This is an optimization exercise on Yosys and OpenROAD, whose aim is small area and a short achievable clock period, not a production implementation. Where RTL was checked, it was by simulation tests only, not by an equivalence proof against the original. Power is estimated from default activity; no workload was simulated.

==> flow/design.v (excerpt) <==
module double_ended_queue #(
  parameter int unsigned DEPTH = 16
) (
  input  wire                            clk,
  input  wire                            rst,
  input  wire                            req_valid,
  output logic                           req_ready,
  input  wire  [deq_pkg::KIND_W-1:0]     kind,
  input  wire  signed [deq_pkg::DATA_W-1:0] push_value,
  output logic                           rsp_valid,
  input  wire                            rsp_ready,
  output logic signed [deq_pkg::DATA_W-1:0] popped_value,
  output logic [deq_pkg::STATUS_W-1:0]   status,
  output logic [deq_pkg::COUNT_W-1:0]    count
);
Size in the first run: ~570 flip-flops, about 21000 um2 of cells after synthesis.
==> module double_ended_queue, before the edit <==
module double_ended_queue #(
  parameter int unsigned DEPTH = 16
) (
  input  wire                            clk,
  input  wire                            rst,
  input  wire                            req_valid,
  output logic                           req_ready,
  input  wire  [deq_pkg::KIND_W-1:0]     kind,
  input  wire  signed [deq_pkg::DATA_W-1:0] push_value,
  output logic                           rsp_valid,
  input  wire                            rsp_ready,
  output logic signed [deq_pkg::DATA_W-1:0] popped_value,
  output logic [deq_pkg::STATUS_W-1:0]   status,
  output logic [deq_pkg::COUNT_W-1:0]    count
);
  localparam int unsigned PTR_W = $clog2(DEPTH);
  localparam int unsigned CNT_W = $clog2(DEPTH + 1);
  logic [deq_pkg::DATA_W-1:0] slot [DEPTH];
  logic [DEPTH-1:0]           we;
  logic [DEPTH-1:0]           head_oh;
  logic [DEPTH-1:0]           tail_oh;
  logic [DEPTH-1:0]           rd_sel;
  logic [PTR_W-1:0]           head;
  logic [PTR_W-1:0]           tail;
  logic [CNT_W-1:0]           held;
  logic [CNT_W-1:0]           held_next;
  logic                       full;
  logic                       empty;
  logic                       accept;
  logic                       is_push;
  logic                       is_pop;
  logic                       push_ok;
  logic                       pop_ok;
  logic                       is_clear;
  logic                       wr_front;
  logic                       wr_back;
  logic                       rd_front;
  logic                       rd_back;
  logic [deq_pkg::DATA_W-1:0] popped_next;
  assign req_ready = !rsp_valid || rsp_ready;
  assign accept    = req_valid && req_ready;
  assign is_push  = (kind[2:1] == 2'b00);
  assign is_pop   = (kind[2:1] == 2'b01);
  assign is_clear = (kind == deq_pkg::KIND_CLEAR);
  assign push_ok  = is_push && !full;
  assign pop_ok   = is_pop && !empty;
  assign wr_front = accept && push_ok && !kind[0];
  assign wr_back  = accept && push_ok && kind[0];
  assign rd_front = pop_ok && !kind[0];
  assign rd_back  = pop_ok && kind[0];
  always_comb begin
    for (int i = 0; i < DEPTH; i++) begin
      head_oh[i] = (head == PTR_W'(i));
      tail_oh[i] = (tail == PTR_W'(i));
    end
  end
  genvar gi;
  generate
    for (gi = 0; gi < DEPTH; gi++) begin : g_slot
      assign we[gi] = (wr_front && head_oh[(gi + 1) % DEPTH]) || (wr_back && tail_oh[gi]);
      assign rd_sel[gi] = pop_ok && (kind[0] ? tail_oh[(gi + 1) % DEPTH] : head_oh[gi]);
      deq_cell u_cell (
        .clk   (clk),
        .we    (we[gi]),
        .wdata (push_value),
        .data  (slot[gi])
      );
    end
  endgenerate
  always_comb begin
    popped_next = '0;
    for (int i = 0; i < DEPTH; i++) begin
      popped_next = popped_next | (slot[i] & {deq_pkg::DATA_W{rd_sel[i]}});
    end
  end
  always_comb begin
    held_next = held;
    if (push_ok)       held_next = held + 1'b1;
    else if (pop_ok)   held_next = held - 1'b1;
    else if (is_clear) held_next = '0;
  end
  always_ff @(posedge clk) begin
    if (rst) begin
      head      <= '0;
      tail      <= '0;
      held      <= '0;
      empty     <= 1'b1;
      full      <= 1'b0;
      rsp_valid <= 1'b0;
    end else begin
      if (accept) begin
        rsp_valid <= 1'b1;
        held      <= held_next;
        empty     <= (held_next == '0);
        full      <= held_next[CNT_W-1];
        if (push_ok) begin
          if (kind[0]) tail <= tail + 1'b1;
          else         head <= head - 1'b1;
        end else if (pop_ok) begin
          if (kind[0]) tail <= tail - 1'b1;
          else         head <= head + 1'b1;
        end else if (is_clear) begin
          tail <= head;
        end
      end else if (rsp_ready) begin
        rsp_valid <= 1'b0;
      end
    end
  end
  always_ff @(posedge clk) begin
    if (accept) begin
      popped_value <= popped_next;
      status[1]    <= is_push && full;
      status[0]    <= is_pop && empty;
      count        <= held_next;
    end
  end
endmodule
clock: 4.2 ns
lec_check: 0
cap_margin: 20
core_margin: 2
core_utilization: 40
setup_slack_margin: 1.8
slew_margin: 20
run.sh (not shown) runs the stock make flow with config.mk's settings and CLKGATE_MAP_FILE= SYNTH_SCRIPT=/design/flow/synth_recipe.tcl, a recipe that flattens the netlist after the stock synthesis.
Then changed:
--- a/flow/design.v
+++ b/flow/design.v
@@ -51,33 +51,24 @@
   logic [DEPTH-1:0]           rd_sel;
   logic [PTR_W-1:0]           head;
   logic [PTR_W-1:0]           tail;
   logic [CNT_W-1:0]           held;
-  logic [CNT_W-1:0]           held_next;
   logic                       full;
   logic                       empty;
   logic                       accept;
   logic                       is_push;
   logic                       is_pop;
   logic                       push_ok;
   logic                       pop_ok;
-  logic                       is_clear;
-  logic                       wr_front;
-  logic                       wr_back;
-  logic                       rd_front;
-  logic                       rd_back;
   logic [deq_pkg::DATA_W-1:0] popped_next;
   assign req_ready = !rsp_valid || rsp_ready;
   assign accept    = req_valid && req_ready;
-  assign is_push  = (kind[2:1] == 2'b00);
-  assign is_pop   = (kind[2:1] == 2'b01);
-  assign is_clear = (kind == deq_pkg::KIND_CLEAR);
-  assign push_ok  = is_push && !full;
-  assign pop_ok   = is_pop && !empty;
-  assign wr_front = accept && push_ok && !kind[0];
-  assign wr_back  = accept && push_ok && kind[0];
-  assign rd_front = pop_ok && !kind[0];
-  assign rd_back  = pop_ok && kind[0];
+  assign full      = held[CNT_W-1];
+  assign empty     = (held == '0);
+  assign is_push = (kind[2:1] == 2'b00);
+  assign is_pop  = (kind[2:1] == 2'b01);
+  assign push_ok = is_push && !full;
+  assign pop_ok  = is_pop && !empty;
   always_comb begin
     for (int i = 0; i < DEPTH; i++) begin
       head_oh[i] = (head == PTR_W'(i));
       tail_oh[i] = (tail == PTR_W'(i));
@@ -85,9 +76,9 @@
   end
   genvar gi;
   generate
     for (gi = 0; gi < DEPTH; gi++) begin : g_slot
-      assign we[gi] = (wr_front && head_oh[(gi + 1) % DEPTH]) || (wr_back && tail_oh[gi]);
+      assign we[gi] = accept && push_ok && (kind[0] ? tail_oh[gi] : head_oh[(gi + 1) % DEPTH]);
       assign rd_sel[gi] = pop_ok && (kind[0] ? tail_oh[(gi + 1) % DEPTH] : head_oh[gi]);
       deq_cell u_cell (
         .clk   (clk),
         .we    (we[gi]),
@@ -101,35 +92,27 @@
     for (int i = 0; i < DEPTH; i++) begin
       popped_next = popped_next | (slot[i] & {deq_pkg::DATA_W{rd_sel[i]}});
     end
   end
-  always_comb begin
-    held_next = held;
-    if (push_ok)       held_next = held + 1'b1;
-    else if (pop_ok)   held_next = held - 1'b1;
-    else if (is_clear) held_next = '0;
-  end
   always_ff @(posedge clk) begin
     if (rst) begin
       head      <= '0;
       tail      <= '0;
       held      <= '0;
-      empty     <= 1'b1;
-      full      <= 1'b0;
       rsp_valid <= 1'b0;
     end else begin
       if (accept) begin
         rsp_valid <= 1'b1;
-        held      <= held_next;
-        empty     <= (held_next == '0);
-        full      <= held_next[CNT_W-1];
         if (push_ok) begin
+          held <= held + 1'b1;
           if (kind[0]) tail <= tail + 1'b1;
           else         head <= head - 1'b1;
         end else if (pop_ok) begin
+          held <= held - 1'b1;
           if (kind[0]) tail <= tail - 1'b1;
           else         head <= head + 1'b1;
-        end else if (is_clear) begin
+        end else if (kind == deq_pkg::KIND_CLEAR) begin
+          held <= '0;
           tail <= head;
         end
       end else if (rsp_ready) begin
         rsp_valid <= 1'b0;
@@ -140,9 +123,11 @@
     if (accept) begin
       popped_value <= popped_next;
       status[1]    <= is_push && full;
       status[0]    <= is_pop && empty;
-      count        <= held_next;
+      count        <= push_ok ? held + 1'b1 :
+                      pop_ok  ? held - 1'b1 :
+                      (kind == deq_pkg::KIND_CLEAR) ? '0 : held;
     end
   end
 endmodule
 `default_nettype wire
The new run ran to the end with no violations.
Synthesized cell count stays flat.
Setup slack degrades by 140 ps.
Clock skew came out higher by 35 ps.
Cell area went up slightly.
Via count goes up slightly.
Count of clock-buffer cells in the layout went down by 6.
Die area hardly moves.
Power came out higher by a few percent.
Maximum frequency fell by a few percent.
No functional check of the RTL was part of any run of this note.

Another version of the RTL of double_ended_queue (not shown whole).
For scale: about 1300 cells after synthesis, about 590 flip-flops, about 80 I/O pins, roughly 0.022 mm2 of cells after synthesis.
==> module double_ended_queue, before the edit <==
module double_ended_queue #(
  parameter int unsigned DEPTH = 16
) (
  input  wire                            clk,
  input  wire                            rst,
  input  wire                            req_valid,
  output logic                           req_ready,
  input  wire  [deq_pkg::KIND_W-1:0]     kind,
  input  wire  signed [deq_pkg::DATA_W-1:0] push_value,
  output logic                           rsp_valid,
  input  wire                            rsp_ready,
  output logic signed [deq_pkg::DATA_W-1:0] popped_value,
  output logic [deq_pkg::STATUS_W-1:0]   status,
  output logic [deq_pkg::COUNT_W-1:0]    count
);
  localparam int unsigned CNT_W = $clog2(DEPTH + 1);
  logic [deq_pkg::DATA_W-1:0] slot [DEPTH];
  logic [DEPTH-1:0]           we;
  logic [DEPTH-1:0]           rd_sel;
  logic [DEPTH-1:0]           front_oh;
  logic [DEPTH-1:0]           back_oh;
  logic [DEPTH-1:0]           front_dn;    
  logic [DEPTH-1:0]           front_up;    
  logic [DEPTH-1:0]           back_dn;
  logic [DEPTH-1:0]           back_up;
  logic [CNT_W-1:0]           held;
  logic [CNT_W-1:0]           held_next;
  logic                       full;
  logic                       empty;
  logic                       accept;
  logic                       is_push;
  logic                       is_pop;
  logic                       is_clear;
  logic                       push_ok;
  logic                       pop_ok;
  logic                       wr_front;
  logic                       wr_back;
  logic [deq_pkg::DATA_W-1:0] popped_next;
  assign req_ready = !rsp_valid || rsp_ready;
  assign accept    = req_valid && req_ready;
  assign is_push  = (kind[2:1] == 2'b00);
  assign is_pop   = (kind[2:1] == 2'b01);
  assign is_clear = (kind == deq_pkg::KIND_CLEAR);
  assign full     = held[CNT_W-1];
  assign push_ok  = is_push && !full;
  assign pop_ok   = is_pop && !empty;
  assign wr_front = accept && push_ok && !kind[0];
  assign wr_back  = accept && push_ok && kind[0];
  assign front_dn = {front_oh[0], front_oh[DEPTH-1:1]};
  assign front_up = {front_oh[DEPTH-2:0], front_oh[DEPTH-1]};
  assign back_dn  = {back_oh[0], back_oh[DEPTH-1:1]};
  assign back_up  = {back_oh[DEPTH-2:0], back_oh[DEPTH-1]};
  genvar gi;
  generate
    for (gi = 0; gi < DEPTH; gi++) begin : g_slot
      assign we[gi]     = (wr_front && front_dn[gi]) || (wr_back && back_up[gi]);
      assign rd_sel[gi] = kind[0] ? back_oh[gi] : front_oh[gi];
      deq_cell u_cell (
        .clk   (clk),
        .we    (we[gi]),
        .wdata (push_value),
        .data  (slot[gi])
      );
    end
  endgenerate
  always_comb begin
    popped_next = '0;
    for (int i = 0; i < DEPTH; i++) begin
      popped_next = popped_next | (slot[i] & {deq_pkg::DATA_W{rd_sel[i]}});
    end
    popped_next = popped_next & {deq_pkg::DATA_W{pop_ok}};
  end
  always_comb begin
    held_next = held;
    if (push_ok)       held_next = held + 1'b1;
    else if (pop_ok)   held_next = held - 1'b1;
    else if (is_clear) held_next = '0;
  end
  always_ff @(posedge clk) begin
    if (rst) begin
      front_oh  <= DEPTH'(1);
      back_oh   <= DEPTH'(1) << (DEPTH - 1);
      held      <= '0;
      empty     <= 1'b1;
      rsp_valid <= 1'b0;
    end else begin
      if (accept) begin
        rsp_valid <= 1'b1;
        held      <= held_next;
        empty     <= (held_next == '0);
        if (push_ok) begin
          if (kind[0]) back_oh  <= back_up;
          else         front_oh <= front_dn;
        end else if (pop_ok) begin
          if (kind[0]) back_oh  <= back_dn;
          else         front_oh <= front_up;
        end else if (is_clear) begin
          back_oh <= front_dn;
        end
      end else if (rsp_ready) begin
        rsp_valid <= 1'b0;
      end
    end
  end
  always_ff @(posedge clk) begin
    if (accept) begin
      popped_value <= popped_next;
      status[1]    <= is_push && full;
      status[0]    <= is_pop && empty;
    end
  end
  assign count = held;
endmodule
make LEC_CHECK=0 CAP_MARGIN=20 CORE_MARGIN=2 CORE_UTILIZATION=40 CTS_CLUSTER_DIAMETER=80 CTS_CLUSTER_SIZE=30 SETUP_SLACK_MARGIN=2.2 SLEW_MARGIN=20 finish   # period 4.2 ns
Then changed:
--- a/flow/design.v
+++ b/flow/design.v
@@ -81,11 +81,11 @@
   assign back_up  = {back_oh[DEPTH-2:0], back_oh[DEPTH-1]};
   genvar gi;
   generate
     for (gi = 0; gi < DEPTH; gi++) begin : g_slot
       assign we[gi]     = (wr_front && front_dn[gi]) || (wr_back && back_up[gi]);
-      assign rd_sel[gi] = kind[0] ? back_oh[gi] : front_oh[gi];
+      assign rd_sel[gi] = pop_ok && (kind[0] ? back_oh[gi] : front_oh[gi]);
       deq_cell u_cell (
         .clk   (clk),
         .we    (we[gi]),
         .wdata (push_value),
         .data  (slot[gi])
@@ -95,11 +95,10 @@
   always_comb begin
     popped_next = '0;
     for (int i = 0; i < DEPTH; i++) begin
       popped_next = popped_next | (slot[i] & {deq_pkg::DATA_W{rd_sel[i]}});
     end
-    popped_next = popped_next & {deq_pkg::DATA_W{pop_ok}};
   end
   always_comb begin
     held_next = held;
     if (push_ok)       held_next = held + 1'b1;
     else if (pop_ok)   held_next = held - 1'b1;
Result: The changed run produced a clean layout. Routed wire length came out lower by 11%. Worst hold slack loses 37 ps. Worst setup slack loses 110 ps. Register-to-register slack loses 210 ps. Power came out lower by 2.9%. Count of clock-buffer cells in the layout came out higher by 1. Synthesized cell count came out higher by 3.1%. Sequential power hardly moves. Die area came out lower by 1.3%. Synthesized area came out lower by 1.3%. First-iteration DRC count came out lower by 12%.

The RTL this note starts from:
==> flow/design.v <==
`default_nettype none
package deq_pkg;
  localparam int unsigned DATA_W   = 32;
  localparam int unsigned KIND_W   = 3;
  localparam int unsigned STATUS_W = 2;
  localparam int unsigned COUNT_W  = 5;
  localparam logic [KIND_W-1:0] KIND_PUSH_FRONT = 3'd0;
  localparam logic [KIND_W-1:0] KIND_PUSH_BACK  = 3'd1;
  localparam logic [KIND_W-1:0] KIND_POP_FRONT  = 3'd2;
  localparam logic [KIND_W-1:0] KIND_POP_BACK   = 3'd3;
  localparam logic [KIND_W-1:0] KIND_CLEAR      = 3'd4;
  localparam logic [STATUS_W-1:0] STATUS_DONE  = 2'd0;
  localparam logic [STATUS_W-1:0] STATUS_EMPTY = 2'd1;
  localparam logic [STATUS_W-1:0] STATUS_FULL  = 2'd2;
endpackage
`default_nettype wire
`default_nettype none
module deq_cell (
  input  wire                          clk,
  input  wire                          we,
  input  wire  [deq_pkg::DATA_W-1:0]   wdata,
  output logic [deq_pkg::DATA_W-1:0]   data
);
  always_ff @(posedge clk) begin
    if (we) data <= wdata;
  end
endmodule
`default_nettype wire
`default_nettype none
module double_ended_queue #(
  parameter int unsigned DEPTH = 16
) (
  input  wire                            clk,
  input  wire                            rst,
  input  wire                            req_valid,
  output logic                           req_ready,
  input  wire  [deq_pkg::KIND_W-1:0]     kind,
  input  wire  signed [deq_pkg::DATA_W-1:0] push_value,
  output logic                           rsp_valid,
  input  wire                            rsp_ready,
  output logic signed [deq_pkg::DATA_W-1:0] popped_value,
  output logic [deq_pkg::STATUS_W-1:0]   status,
  output logic [deq_pkg::COUNT_W-1:0]    count
);
  localparam int unsigned CNT_W = $clog2(DEPTH + 1);
  logic [deq_pkg::DATA_W-1:0] slot [DEPTH];
  logic [DEPTH-1:0]           we;
  logic [DEPTH-1:0]           rd_sel;
  logic [DEPTH-1:0]           front_oh;
  logic [DEPTH-1:0]           back_oh;
  logic [DEPTH-1:0]           front_dn;    
  logic [DEPTH-1:0]           front_up;    
  logic [DEPTH-1:0]           back_dn;
  logic [DEPTH-1:0]           back_up;
  logic [CNT_W-1:0]           held;
  logic [CNT_W-1:0]           held_next;
  logic                       full;
  logic                       empty;
  logic                       accept;
  logic                       is_push;
  logic                       is_pop;
  logic                       is_clear;
  logic                       push_ok;
  logic                       pop_ok;
  logic                       wr_front;
  logic                       wr_back;
  logic [deq_pkg::DATA_W-1:0] popped_next;
  assign req_ready = !rsp_valid || rsp_ready;
  assign accept    = req_valid && req_ready;
  assign is_push  = (kind[2:1] == 2'b00);
  assign is_pop   = (kind[2:1] == 2'b01);
  assign is_clear = (kind == deq_pkg::KIND_CLEAR);
  assign full     = held[CNT_W-1];
  assign push_ok  = is_push && !full;
  assign pop_ok   = is_pop && !empty;
  assign wr_front = accept && push_ok && !kind[0];
  assign wr_back  = accept && push_ok && kind[0];
  assign front_dn = {front_oh[0], front_oh[DEPTH-1:1]};
  assign front_up = {front_oh[DEPTH-2:0], front_oh[DEPTH-1]};
  assign back_dn  = {back_oh[0], back_oh[DEPTH-1:1]};
  assign back_up  = {back_oh[DEPTH-2:0], back_oh[DEPTH-1]};
  genvar gi;
  generate
    for (gi = 0; gi < DEPTH; gi++) begin : g_slot
      assign we[gi]     = (wr_front && front_dn[gi]) || (wr_back && back_up[gi]);
      assign rd_sel[gi] = kind[0] ? back_oh[gi] : front_oh[gi];
      deq_cell u_cell (
        .clk   (clk),
        .we    (we[gi]),
        .wdata (push_value),
        .data  (slot[gi])
      );
    end
  endgenerate
  always_comb begin
    popped_next = '0;
    for (int i = 0; i < DEPTH; i++) begin
      popped_next = popped_next | (slot[i] & {deq_pkg::DATA_W{rd_sel[i]}});
    end
    popped_next = popped_next & {deq_pkg::DATA_W{pop_ok}};
  end
  always_comb begin
    held_next = held;
    if (push_ok)       held_next = held + 1'b1;
    else if (pop_ok)   held_next = held - 1'b1;
    else if (is_clear) held_next = '0;
  end
  always_ff @(posedge clk) begin
    if (rst) begin
      front_oh  <= DEPTH'(1);
      back_oh   <= DEPTH'(1) << (DEPTH - 1);
      held      <= '0;
      empty     <= 1'b1;
      rsp_valid <= 1'b0;
    end else begin
      if (accept) begin
        rsp_valid <= 1'b1;
        held      <= held_next;
        empty     <= (held_next == '0);
        if (push_ok) begin
          if (kind[0]) back_oh  <= back_up;
          else         front_oh <= front_dn;
        end else if (pop_ok) begin
          if (kind[0]) back_oh  <= back_dn;
          else         front_oh <= front_up;
        end else if (is_clear) begin
          back_oh <= front_dn;
        end
      end else if (rsp_ready) begin
        rsp_valid <= 1'b0;
      end
    end
  end
  always_ff @(posedge clk) begin
    if (accept) begin
      popped_value <= popped_next;
      status[1]    <= is_push && full;
      status[0]    <= is_pop && empty;
    end
  end
  assign count = held;
endmodule
`default_nettype wire
make LEC_CHECK=0 CAP_MARGIN=20 CORE_MARGIN=2 CORE_UTILIZATION=40 CTS_CLUSTER_DIAMETER=80 CTS_CLUSTER_SIZE=30 SETUP_SLACK_MARGIN=2.2 SLEW_MARGIN=20 TNS_END_PERCENT=20 finish   # period 4.2 ns
Next try:
--- a/flow/design.v
+++ b/flow/design.v
@@ -64,6 +64,9 @@
   logic                       pop_ok;
   logic                       wr_front;
   logic                       wr_back;
+  logic                       last_back;
+  logic                       last_pop;
+  logic                       rd_ok;
   logic [deq_pkg::DATA_W-1:0] popped_next;
   assign req_ready = !rsp_valid || rsp_ready;
   assign accept    = req_valid && req_ready;
@@ -83,7 +86,8 @@
   generate
     for (gi = 0; gi < DEPTH; gi++) begin : g_slot
       assign we[gi]     = (wr_front && front_dn[gi]) || (wr_back && back_up[gi]);
-      assign rd_sel[gi] = kind[0] ? back_oh[gi] : front_oh[gi];
+      assign rd_sel[gi] = accept ? (kind[0] ? back_oh[gi] : front_oh[gi])
+                                 : (last_back ? back_up[gi] : front_dn[gi]);
       deq_cell u_cell (
         .clk   (clk),
         .we    (we[gi]),
@@ -97,7 +101,7 @@
     for (int i = 0; i < DEPTH; i++) begin
       popped_next = popped_next | (slot[i] & {deq_pkg::DATA_W{rd_sel[i]}});
     end
-    popped_next = popped_next & {deq_pkg::DATA_W{pop_ok}};
+    popped_next = popped_next & {deq_pkg::DATA_W{rd_ok}};
   end
   always_comb begin
     held_next = held;
@@ -131,9 +135,14 @@
       end
     end
   end
+  assign rd_ok = accept ? pop_ok : last_pop;
+  always_ff @(posedge clk) begin
+    popped_value <= popped_next;
+  end
   always_ff @(posedge clk) begin
     if (accept) begin
-      popped_value <= popped_next;
+      last_back    <= kind[0];
+      last_pop     <= pop_ok;
       status[1]    <= is_push && full;
       status[0]    <= is_pop && empty;
     end
- synthesized cell count went up by a few percent
- fmax went down by a little under a tenth
- via count went up by a few percent
- setup slack is worse by 0.20 ns
- utilization went up by 5.1 points
- combinational power went up by well over a third
- cell count went up by a little under a tenth
- non-clock buffer count went up by 126
- power went up by a few percent
- sequential share of layout area went down by 6.3 points
No functional check of the RTL was part of the second run of this note.

-- afterwards: timing with drivers on the ports --
In the flow no input, the clock included, has a driving cell. The finished layouts below were timed again as built, in two steps. Step 1, drivers: a clkbuf_16 drives clk and a buf_2 each remaining input, both assumed. Step 2 times the ports against the registers' clock, not the clock port: input delays grow and output delays shrink by t, the midpoint of the rising clock arrivals with the driver on. Three values: no drivers, after step 1, after step 2; two values: the first two.
| run | shift t [ns] | setup WS [ns] | worst setup path after step 2 | clock arrival spread, ns |
|---|---|---|---|---|
| the first run of note 1 | 0.643 | 1.769 / 1.797 / 1.162 | input to register | 0.027 / 0.027 |
| the second run of note 1 | 0.675 | 1.629 / 1.629 / 1.000 | input to register | 0.057 / 0.057 |
| the first run of note 2 | 0.678 | 2.038 / 1.975 / 1.397 | input to register | 0.045 / 0.046 |
| the second run of note 2 | 0.671 | 1.933 / 1.945 / 1.300 | input to register | 0.036 / 0.036 |
| the first run of note 3 | 0.667 | 2.080 / 1.971 / 1.304 | input to register | 0.040 / 0.040 |
| the second run of note 3 | 0.665 | 1.879 / 1.835 / 1.275 | input to register | 0.060 / 0.060 |
After both steps setup and hold are still met in every run listed. The setup slack of the first run of note 3, which loses most, moves by -0.109 ns with the drivers and by -0.776 ns with both steps.
